From an optimization exercise on the open Yosys and OpenROAD flow, aimed at small area; shortcuts taken in it are not production practice.
For this run, only the layout was checked, not whether the RTL still works.
No activity file was given, so power comes from the tool's default toggle rates.

===== flow/config.mk =====
export PLATFORM = sky130hd
export DESIGN_NAME = rv_comb_core
export DESIGN_NICKNAME = rv_comb_core
export VERILOG_FILES = /design/flow/design.v
export SDC_FILE = /design/flow/constraint.sdc
export NUM_CORES = 4
export LEC_CHECK = 0
export CAP_MARGIN = 20
export CORE_MARGIN = 2
export CORE_UTILIZATION = 40
export SETUP_SLACK_MARGIN = 0.05
export SLEW_MARGIN = 20

===== flow/design.v =====
`timescale 1ns/1ps
module rv_comb_core (
	input  logic        clk,
	input  logic        arst_n,
	output logic [31:0] insn_addr,
	input  logic [31:0] insn,
	input  logic        insn_valid,
	output logic        insn_complete,
	output logic        trap,
	output logic [4:0]  rs1_addr,
	output logic [4:0]  rs2_addr,
	output logic [4:0]  rd_addr,
	output logic        rs1_request,
	output logic        rs2_request,
	output logic        rd_request,
	input  logic [31:0] rs1_rdata,
	input  logic [31:0] rs2_rdata,
	output logic [31:0] rd_wdata,
	input  logic        rs1_ready,
	input  logic        rs2_ready,
	input  logic        rd_ready,
	output logic        mem_valid,
	input  logic        mem_ready,
	output logic [31:0] mem_addr,
	output logic [31:0] mem_wdata,
	output logic [3:0]  mem_wstrb,
	output logic [3:0]  mem_rmask,
	input  logic [31:0] mem_rdata
);
	logic [31:1] pc;
	logic [31:0] pc_full;
	assign pc_full = {pc, 1'b0};
	assign insn_addr = pc_full;
	logic [4:0] o;
	logic [2:0] f3;
	logic [6:0] f7;
	assign o  = insn[6:2];
	assign f3 = insn[14:12];
	assign f7 = insn[31:25];
	logic op_lui, op_auipc, op_jal, op_jalr, op_branch, op_load, op_store, op_imm, op_reg;
	assign op_lui    = (o == 5'b01101);
	assign op_auipc  = (o == 5'b00101);
	assign op_jal    = (o == 5'b11011);
	assign op_jalr   = (o == 5'b11001);
	assign op_branch = (o == 5'b11000);
	assign op_load   = (o == 5'b00000);
	assign op_store  = (o == 5'b01000);
	assign op_imm    = (o == 5'b00100);
	assign op_reg    = (o == 5'b01100);
	logic legal;
	always_comb begin
		legal = 1'b0;
		if (insn[1:0] == 2'b11) begin
			if (op_lui || op_auipc || op_jal) legal = 1'b1;
			if (op_jalr && f3 == 3'b000) legal = 1'b1;
			if (op_branch && f3[2:1] != 2'b01) legal = 1'b1;
			if (op_load && f3[1:0] != 2'b11 && f3 != 3'b110) legal = 1'b1;
			if (op_store && !f3[2] && f3[1:0] != 2'b11) legal = 1'b1;
			if (op_imm && (f3[1:0] != 2'b01 || f7 == 7'b0000000 || (f3[2] && f7 == 7'b0100000))) legal = 1'b1;
			if (op_reg && (f7 == 7'b0000000 || (f7 == 7'b0100000 && (f3 == 3'b000 || f3 == 3'b101)))) legal = 1'b1;
		end
	end
	logic v;
	assign v = insn_valid && legal;
	assign trap = insn_valid && !legal;
	logic use_rs1, use_rs2, use_rd;
	assign use_rs1 = op_jalr || op_branch || op_load || op_store || op_imm || op_reg;
	assign use_rs2 = op_branch || op_store || op_reg;
	assign use_rd  = op_lui || op_auipc || op_jal || op_jalr || op_load || op_imm || op_reg;
	logic nz1, nz2, nzd;
	assign nz1 = |insn[19:15];
	assign nz2 = |insn[24:20];
	assign nzd = |insn[11:7];
	assign rs1_addr = insn[19:15];
	assign rs2_addr = insn[24:20];
	assign rd_addr  = insn[11:7];
	assign rs1_request = v && use_rs1 && nz1;
	assign rs2_request = v && use_rs2 && nz2;
	assign rd_request  = v && use_rd && nzd;
	assign mem_valid   = v && (op_load || op_store);
	assign insn_complete = insn_valid &&
		(!rs1_request || rs1_ready) && (!rs2_request || rs2_ready) &&
		(!rd_request || rd_ready) && (!mem_valid || mem_ready);
	logic d_lui, d_auipc, d_jal, d_jalr, d_branch, d_load, d_alu, d_reg, d_store;
	assign d_lui    = o[3] & o[2] & o[0];
	assign d_auipc  = ~o[3] & o[2] & o[0];
	assign d_jal    = o[1];
	assign d_jalr   = o[4] & o[0] & ~o[1];
	assign d_branch = o[4] & ~o[0];
	assign d_load   = ~o[4] & ~o[3] & ~o[2];
	assign d_store  = ~o[4] & o[3] & ~o[2];
	assign d_alu    = o[2] & ~o[0];
	assign d_reg    = o[3] & o[2] & ~o[0];
	logic a_rs1, a_rev, a_pc, sleft;
	assign sleft = d_alu & (f3 == 3'b001);
	assign a_rs1 = nz1 & (~o[0] | d_jalr) & ~sleft;
	assign a_rev = nz1 & sleft;
	assign a_pc  = o[0] & ~(o[3] & o[2]) & ~d_jalr;
	logic [31:0] a;
	genvar i;
	generate
		for (i = 0; i < 32; i = i + 1) begin : g_opa
			assign a[i] = (rs1_rdata[i] & a_rs1) | (rs1_rdata[31-i] & a_rev) | (pc_full[i] & a_pc);
		end
	endgenerate
	logic imm_u, imm_j, imm_uj;
	assign imm_u  = o[2] & o[0];
	assign imm_j  = o[1];
	assign imm_uj = imm_u | imm_j;
	logic e_r2, e_is, e_ij, e_s, e_hi, e_sg;
	assign e_r2 = nz2 & (d_reg | d_branch);        
	assign e_is = ~(d_reg | d_branch) & ~imm_u & ~d_store;  
	assign e_ij = ~(d_reg | d_branch) & ~imm_u & ~imm_j & ~d_store;  
	assign e_s  = d_store;                         
	assign e_hi = ~(d_reg | d_branch) & ~imm_u;    
	assign e_sg = ~(d_reg | d_branch) & ~imm_uj;   
	logic [31:0] r2, b;
	assign r2 = rs2_rdata & {32{nz2}};
	assign b[0]     = (rs2_rdata[0] & e_r2) | (insn[20] & e_ij) | (insn[7] & e_s);
	assign b[4:1]   = (rs2_rdata[4:1] & {4{e_r2}}) | (insn[24:21] & {4{e_is}}) | (insn[11:8] & {4{e_s}});
	assign b[10:5]  = (rs2_rdata[10:5] & {6{e_r2}}) | (insn[30:25] & {6{e_hi}});
	assign b[11]    = (rs2_rdata[11] & e_r2) | (insn[31] & e_sg) | (insn[20] & imm_j & ~(d_reg | d_branch));
	assign b[19:12] = (rs2_rdata[19:12] & {8{e_r2}}) | ({8{insn[31]}} & {8{e_sg}}) |
		(insn[19:12] & {8{imm_uj & ~(d_reg | d_branch)}});
	assign b[31:20] = (rs2_rdata[31:20] & {12{e_r2}}) | ({12{insn[31]}} & {12{~(d_reg | d_branch) & ~imm_u}}) |
		(insn[31:20] & {12{imm_u}});
	logic sub;
	assign sub = d_branch | (d_alu & ((f3[2:1] == 2'b01) | (d_reg & (f3 == 3'b000) & insn[30])));
	logic [31:0] bb, p, g, sum;
	logic [32:0] c;
	assign bb = b ^ {32{sub}};
	assign p  = a ^ bb;
	assign g  = a & bb;
	logic kill;
	logic [31:0] gk;
	assign kill = d_alu & f3[2] & ~(f3[1:0] == 2'b01);
	assign gk = g & {32{~kill}};
	logic [7:0] gg, gp;
	assign c[0] = sub;
	generate
		for (i = 0; i < 8; i = i + 1) begin : g_grp
			assign gg[i] = gk[4*i+3] | (p[4*i+3] & gk[4*i+2]) | (p[4*i+3] & p[4*i+2] & gk[4*i+1]) |
				(p[4*i+3] & p[4*i+2] & p[4*i+1] & gk[4*i]);
			assign gp[i] = &p[4*i+3:4*i];
			assign c[4*i+1] = gk[4*i] | (p[4*i] & c[4*i]);
			assign c[4*i+2] = gk[4*i+1] | (p[4*i+1] & c[4*i+1]);
			assign c[4*i+3] = gk[4*i+2] | (p[4*i+2] & c[4*i+2]);
			assign c[4*i+4] = gg[i] | (gp[i] & c[4*i]);
		end
	endgenerate
	assign sum = p ^ c[31:0];
	logic ltu, lt, eq, lts, taken;
	assign ltu = ~c[32];
	assign lt  = ltu ^ a[31] ^ b[31];
	assign eq  = &p;
	assign lts = (d_branch ? f3[1] : f3[0]) ? ltu : lt;
	assign taken = ((f3[2] ? lts : eq)) ^ f3[0];
	logic [4:0]  shamt;
	logic        sfill;
	logic [31:0] s0, s1, s2, s3, s4, shl;
	assign shamt = b[4:0];
	assign sfill = insn[30] & a[31] & f3[2];
	generate
		for (i = 0; i < 32; i = i + 1) begin : g_rev
			assign shl[i] = s4[31-i];
		end
	endgenerate
	assign s0 = shamt[0] ? {sfill, a[31:1]} : a;
	assign s1 = shamt[1] ? {{2{sfill}}, s0[31:2]} : s0;
	assign s2 = shamt[2] ? {{4{sfill}}, s1[31:4]} : s1;
	assign s3 = shamt[3] ? {{8{sfill}}, s2[31:8]} : s2;
	assign s4 = shamt[4] ? {{16{sfill}}, s3[31:16]} : s3;
	logic [31:0] imm_p;
	assign imm_p[4:2]   = d_branch ? insn[11:9] : 3'b001;
	assign imm_p[0]     = 1'b0;
	assign imm_p[1]     = d_branch & insn[8];
	assign imm_p[10:5]  = insn[30:25] & {6{d_branch}};
	assign imm_p[11]    = d_branch & insn[7];
	assign imm_p[31:12] = {20{d_branch & insn[31]}};
	logic [31:0] pt;
	logic [32:1] pc_c;
	assign pt[0] = 1'b0;
	assign pc_c[1] = 1'b0;
	generate
		for (i = 1; i < 32; i = i + 1) begin : g_pca
			assign pt[i] = pc_full[i] ^ imm_p[i] ^ pc_c[i];
			assign pc_c[i+1] = (pc_full[i] & imm_p[i]) | ((pc_full[i] ^ imm_p[i]) & pc_c[i]);
		end
	endgenerate
	logic        en;
	logic [31:1] inc;
	logic [32:2] ic;
	assign en = insn_complete && !trap;
	assign inc[1] = pc[1];
	assign ic[2] = en;
	generate
		for (i = 2; i < 32; i = i + 1) begin : g_inc
			assign inc[i] = pc[i] ^ ic[i];
			assign ic[i+1] = pc[i] & ic[i];
		end
	endgenerate
	logic lsign, l_h, l_w, f_b, f_h;
	assign lsign = ~f3[2] & (f3[0] ? mem_rdata[15] : mem_rdata[7]);
	assign l_h = d_load & (f3[1] | f3[0]);
	assign l_w = d_load & f3[1];
	assign f_b = d_load & ~f3[1] & ~f3[0] & lsign;
	assign f_h = d_load & ~f3[1] & lsign;
	logic e_link, e_sum, e_g, e_shr, e_shl, e_slt;
	assign e_link = o[4] & o[0];
	assign e_sum  = (o[2] & o[0]) | (d_alu & ~f3[0] & ~(f3[1] & ~f3[2]));
	assign e_g    = d_alu & f3[2] & f3[1];
	assign e_shr  = d_alu & f3[2] & ~f3[1] & f3[0];
	assign e_shl  = d_alu & ~f3[2] & ~f3[1] & f3[0];
	assign e_slt  = d_alu & ~f3[2] & f3[1];
	assign rd_wdata = {mem_rdata[31:16] & {16{l_w}} | {16{f_h}}, mem_rdata[15:8] & {8{l_h}} | {8{f_b}}, mem_rdata[7:0] & {8{d_load}}} | (pt & {32{e_link}}) | (sum & {32{e_sum}}) |
		(g & {32{e_g}}) | (s4 & {32{e_shr}}) | (shl & {32{e_shl}}) | {31'b0, lts & e_slt};
	logic [3:0] msk;
	assign msk = {f3[1], f3[1], f3[1] | f3[0], 1'b1};
	assign mem_addr  = sum;
	assign mem_wdata = r2;
	assign mem_wstrb = d_store ? msk : 4'b0;
	assign mem_rmask = d_store ? 4'b0 : msk;
	logic e_j, e_bt;
	logic [31:1] pc_d;
	assign e_j  = en & o[4] & o[0];
	assign e_bt = en & d_branch & taken;
	assign pc_d = (sum[31:1] & {31{e_j}}) | (pt[31:1] & {31{e_bt}}) | (inc & {31{~(e_j | e_bt)}});
	always_ff @(posedge clk or negedge arst_n) begin
		if (!arst_n) pc <= 31'b0;
		else pc <= pc_d;
	end
endmodule

===== flow/flow/area.abc =====
strash
dc2
balance
 rewrite
 refactor
 balance
 rewrite
 rewrite -z
 balance
 refactor -z
 rewrite -z
 balance
dch -f
amap
topo

===== flow/flow/run.sh =====
#!/bin/bash
# Own layout flow: the standard flow, with these changes:
#  - synthesis maps with our own ABC script (flow/area.abc: area recovery under a delay target)
#    instead of ORFS's speed script, and leaves full/half adders to ABC rather than extracting
#    them first; everything else in synthesis is the standard script;
#  - ports are buffered with the smallest buffer (buf_1) instead of the default choice;
#  - the clock tree uses small clock buffers and no dummy loads.
set -euo pipefail
W=$PWD
# Synthesis script: synth_recipe.tcl with the abc command given our own ABC script
{
  head -n 1 synth_recipe.tcl
  cat <<EOT
proc extract_fa {args} {}
proc abc {args} {
  set i [lsearch -exact \$args -script]
  if {\$i >= 0} { set args [lreplace \$args \$i [expr {\$i + 1}]] }
  set j [lsearch -exact \$args -D]
  if {\$j >= 0} { set args [lreplace \$args \$j [expr {\$j + 1}]] }
  yosys abc -script $W/flow/area.abc {*}\$args
}
EOT
  tail -n +2 synth_recipe.tcl
} > own_synth.tcl
sed "s#SYNTH_SCRIPT=[^ ]*#SYNTH_SCRIPT=$W/own_synth.tcl#" standard.sh > own_standard.sh
export BUFFER_PORTS_ARGS="-buffer_cell sky130_fd_sc_hd__buf_1"
# Clock tree: the design has 31 flip-flops, so small clock buffers and no dummy loads
export CTS_ARGS="-sink_clustering_enable -repair_clock_nets -buf_list {sky130_fd_sc_hd__clkbuf_4 sky130_fd_sc_hd__clkbuf_8} -dont_use_dummy_load"
bash own_standard.sh > own_flow.log 2>&1

===== flow/constraint.sdc =====
create_clock -name core_clock -period 13.0 [get_ports {clk}]
set_input_delay 2.6000 -clock core_clock [delete_from_list [all_inputs] [get_ports {clk}]]
set_output_delay 2.6000 -clock core_clock [all_outputs]
set_load 0.01 [all_outputs]

===== flow/standard.sh =====
#!/bin/bash
# synth_recipe.tcl (not shown) runs the flow's synth.tcl, then flattens the netlist and writes it again
# the make line also repeats each setting of config.mk as NAME=value (left out here)
make -C /OpenROAD-flow-scripts/flow DESIGN_CONFIG=/design/flow/config.mk WORK_HOME=/design/flow/orfs CLKGATE_MAP_FILE= SYNTH_SCRIPT=/design/flow/synth_recipe.tcl "${@:-finish}"

==> impl_metrics.env <==
export IMPL_status="complete, no violations"
export IMPL_numCtsBuffers=5
export IMPL_dp_hpwl_um=34100
export IMPL_htreeDepth=2
export IMPL_p_leak_nw=3.41
export IMPL_largest_register="pc"
export IMPL_portBuffers=290
export IMPL_slew_headroom_pct=23.6
export IMPL_crit_family="compound AO/OA/AOI/OAI gates"
export IMPL_first_pass_iters=9
export IMPL_critPathKind="input port to output pin"
export IMPL_slew_violations=0
export IMPL_powerDensity_nw_per_um2=104
export IMPL_ys_ff_latch=31
export IMPL_final_area_um2=10000
export IMPL_yosysWarnings=1
export IMPL_cp_required_ns=10.40
export IMPL_area_delta_synth_final_pct=32.4
export IMPL_cts_tree="done"
export IMPL_drtIter0Drc=1323
export IMPL_start_util_pct=40.6
export IMPL_cts_root_buf="clkbuf_8"
export IMPL_synth_edff_count=0
export IMPL_cpMaxStageDelayCell="o311ai_4"
export IMPL_synth_avg_cell_area_um2=5.90
export IMPL_ys_seq_area_share_pct=10.2
export IMPL_ant_nets=0
export IMPL_hold_class="flop to flop"
export IMPL_wl_um=43700
export IMPL_synth_common_cells="nor2_1 (226), clkinv_1 (201), o21ai_0 (152)"
export IMPL_maxCapViolations=0
export IMPL_multiInputGateArea_um2=6360
export IMPL_area_sequential_um2=776
export IMPL_core_um2=18600
export IMPL_fmaxAchievable_mhz=80.6
export IMPL_n_fill_cell=2023
export IMPL_setup_violations=0
export IMPL_clk_latency_ns=0.33
export IMPL_synthTopCellsByArea="nor2_1 (11%), dfrtp_1 (10%), o21ai_0 (10%)"
export IMPL_synth_top_area_cell="nor2_1"
export IMPL_wire_per_inst_um=23.3
export IMPL_reg_top3="pc x31"
export IMPL_grt_pass1_vias=10983
export IMPL_place_congestion=1.07
export IMPL_clockPowerShare_pct=8.3
export IMPL_largest_reg_flops=31
export IMPL_dp_cells=1862
export IMPL_cp_arrival_ns=9.81
export IMPL_ys_flop_type="dfrtp_1"
export IMPL_io_pins=292
export IMPL_p_total_mw=1.05
export IMPL_synthArstFlopShare_pct=100
export IMPL_clock_skew_ns=0.0189
export IMPL_syn_area_um2=7580
export IMPL_die_h_um=142
export IMPL_synth_top_area_share_pct=11.2
export IMPL_critPathBufInv=9
export IMPL_holdWs_ns=0.564
export IMPL_drive_above_1_share_pct=12.2
export IMPL_antennaDiodeCount=0
export IMPL_clk_pin_slew_worst_paths_ns=0.09
export IMPL_power_frac_seq_pct=15.7
export IMPL_crit_path_frequent_cell="nand2_1"
export IMPL_rsz0062_at_grt="false"
export IMPL_routed_via_density=6.55
export IMPL_die_area_um2=20100
export IMPL_gr_total_overflow=0
export IMPL_post_dp_cell_area_um2=9560
export IMPL_drcViolationCount=0
export IMPL_synth_nets=1420
export IMPL_synth_distinct_cells=44
export IMPL_final_nets=1779
export IMPL_grt_antenna_before_repair=0
export IMPL_final_cells=1876
export IMPL_synthCells=1285
export IMPL_synth_most_common_cell="nor2_1"
export IMPL_vias=12290
export IMPL_crit_fanout=5
export IMPL_endpoint_kind="output pin"
export IMPL_power_net_switching_uw=620
export IMPL_startpoint_type="input port"
export IMPL_holdBufCountCts=0
export IMPL_fin_crit_sh_pct=95.5
export IMPL_ir_drop_mv=0.0581
export IMPL_die_w_um=142
export IMPL_combPwrFrac_pct=76.0
export IMPL_grt_usage_pct=41.6
export IMPL_clock_sinks=31
export IMPL_grt_max_degree=42
export IMPL_fin_setup_tns_ns=0
export IMPL_max_stage_delay_ns=0.42
export IMPL_rows=50
export IMPL_tightest_slew_ns=1.14
export IMPL_ctsLongestPathBuffers=2
export IMPL_p_int_uw=426
export IMPL_swShare_pct=59.3
export IMPL_period_needed_ns=12.41
export IMPL_grt_first_pass_wirelength_um=64100
export IMPL_timing_hold_violations_final=0
==> metrics by stage <==
stage | utilization [%] | setup slack, ns
3_5_place_dp | 51.3 | -0.665
6_report | 53.8 | 0.589
5_1_grt | 53.8 | 0.0304
2_1_floorplan | - | -0.193
3_3_place_gp | 51.3 | -0.761
4_1_cts | 51.8 | 0.0704
==> area by class of cell <==
| type | instances | share of cell area, % |
|---|---|---|
| multi-input combinational | 1034 | 63.4 |
| timing repair buffer | 371 | 17.6 |
| sequential | 31 | 7.73 |
| inverter | 201 | 7.70 |
| tap | 234 | 2.92 |
| clock buffer | 5 | 0.686 |
==> kinds of logic (layout without fill, tap and decap cells) <==
| family | Yosys count | count (layout) | synth area share, % |
|---|---|---|---|
| buffers and inverters | 220 | 577 | 11.8 |
| AND/OR/NAND/NOR | 416 | 416 | 22.7 |
| flip-flops | 31 | 31 | 10.2 |
| other | 1 | 1 | 0.0495 |
| AO/OA/AOI/OAI | 617 | 617 | 55.2 |
==> layout by cell type, fill, tap and decap left out, drive strengths merged, types with 26 or more instances in the layout <==
cell type and count:
a21oi 92, a222oi 31, a22oi 32, buf 365, clkinv 185, dfrtp 31
nand2 114, nor2 226, o21ai 152, o221ai 80, o22a 26, o22ai 105
==> per-layer routing <==
layer  vias up  global-route usage, %  wire length [um]
met5         -                      0                 0
met4         0                   19.6              2420
met3       131                   7.69              5100
met2       851                   64.1             18700
met1      5638                   56.1             17500
li1       5670                      -                 -
==> worst paths after layout <==
kind	from	endpoint	slack [ns]	cells past startpoint
max in group asynchronous	arst_n	pc[16]$_DFF_PN0_	9.93	1
hold reg to reg	pc[1]$_DFF_PN0_	pc[1]$_DFF_PN0_	0.56	2
hold / removal	pc[1]$_DFF_PN0_	pc[1]$_DFF_PN0_	0.56	2
min in group asynchronous	arst_n	pc[27]$_DFF_PN0_	2.43	1
setup / recovery	insn[30]	rd_wdata[31]	0.59	46
setup reg to reg	pc[3]$_DFF_PN0_	pc[31]$_DFF_PN0_	4.38	46
==> repair_timing <==
| action | 4_1_cts | 5_1_grt |
|---|---|---|
| pin swaps | 1 | 11 |
| gates cloned | 0 | 1 |
| gates resized for setup | 5 | 117 |
| endpoints found under the setup margin | 3 | 17 |
| setup buffers | 1 | 7 |
==> power groups by stage <==
stage               clock network, mW  registers [mW]  logic (mW)
finish                         0.0872           0.164       0.795
global route                   0.0879           0.167       0.858
CTS                            0.0861           0.162       0.746
detailed placement                  0           0.164       0.741
global placement                    0           0.164       0.741
floorplan                           0           0.163       0.471
==> worst reg2reg max path: cells and delay by family, from the launching register on <==
| family | cells | cell delay [ns] |
|---|---|---|
| AOI/OAI and AO/OA | 27 | 4.62 |
| DFF | 1 | 0.48 |
| and+or+nand+nor | 12 | 1.71 |
| buffers and inverters | 7 | 1.75 |

-- re-timing with driven ports --
No port has a modelled driver above. Below, the same layout with a new extraction and two added sets of constraints. Step 1 (the two cells are an assumption about what drives the block):
set clk [get_ports {clk}]
set_driving_cell -lib_cell sky130_fd_sc_hd__clkbuf_16 $clk
set_driving_cell -lib_cell sky130_fd_sc_hd__buf_2 [delete_from_list [all_inputs] $clk]
Step 2 times the ports against the registers' clock, not the clock port: input delays grow and output delays shrink by t, the midpoint of the rising clock arrivals with the driver on. Slacks: ideal ports / drivers / drivers and shift; pairs: ideal ports / drivers.
t (ns): 0.361
setup slack, ns: 0.589 / 0.559 / 0.559
pins driven straight from the clock port: 1
After both steps setup and hold are still met in this run. The setup slack of this run moves by -0.030 ns with the drivers and by -0.030 ns with both steps.
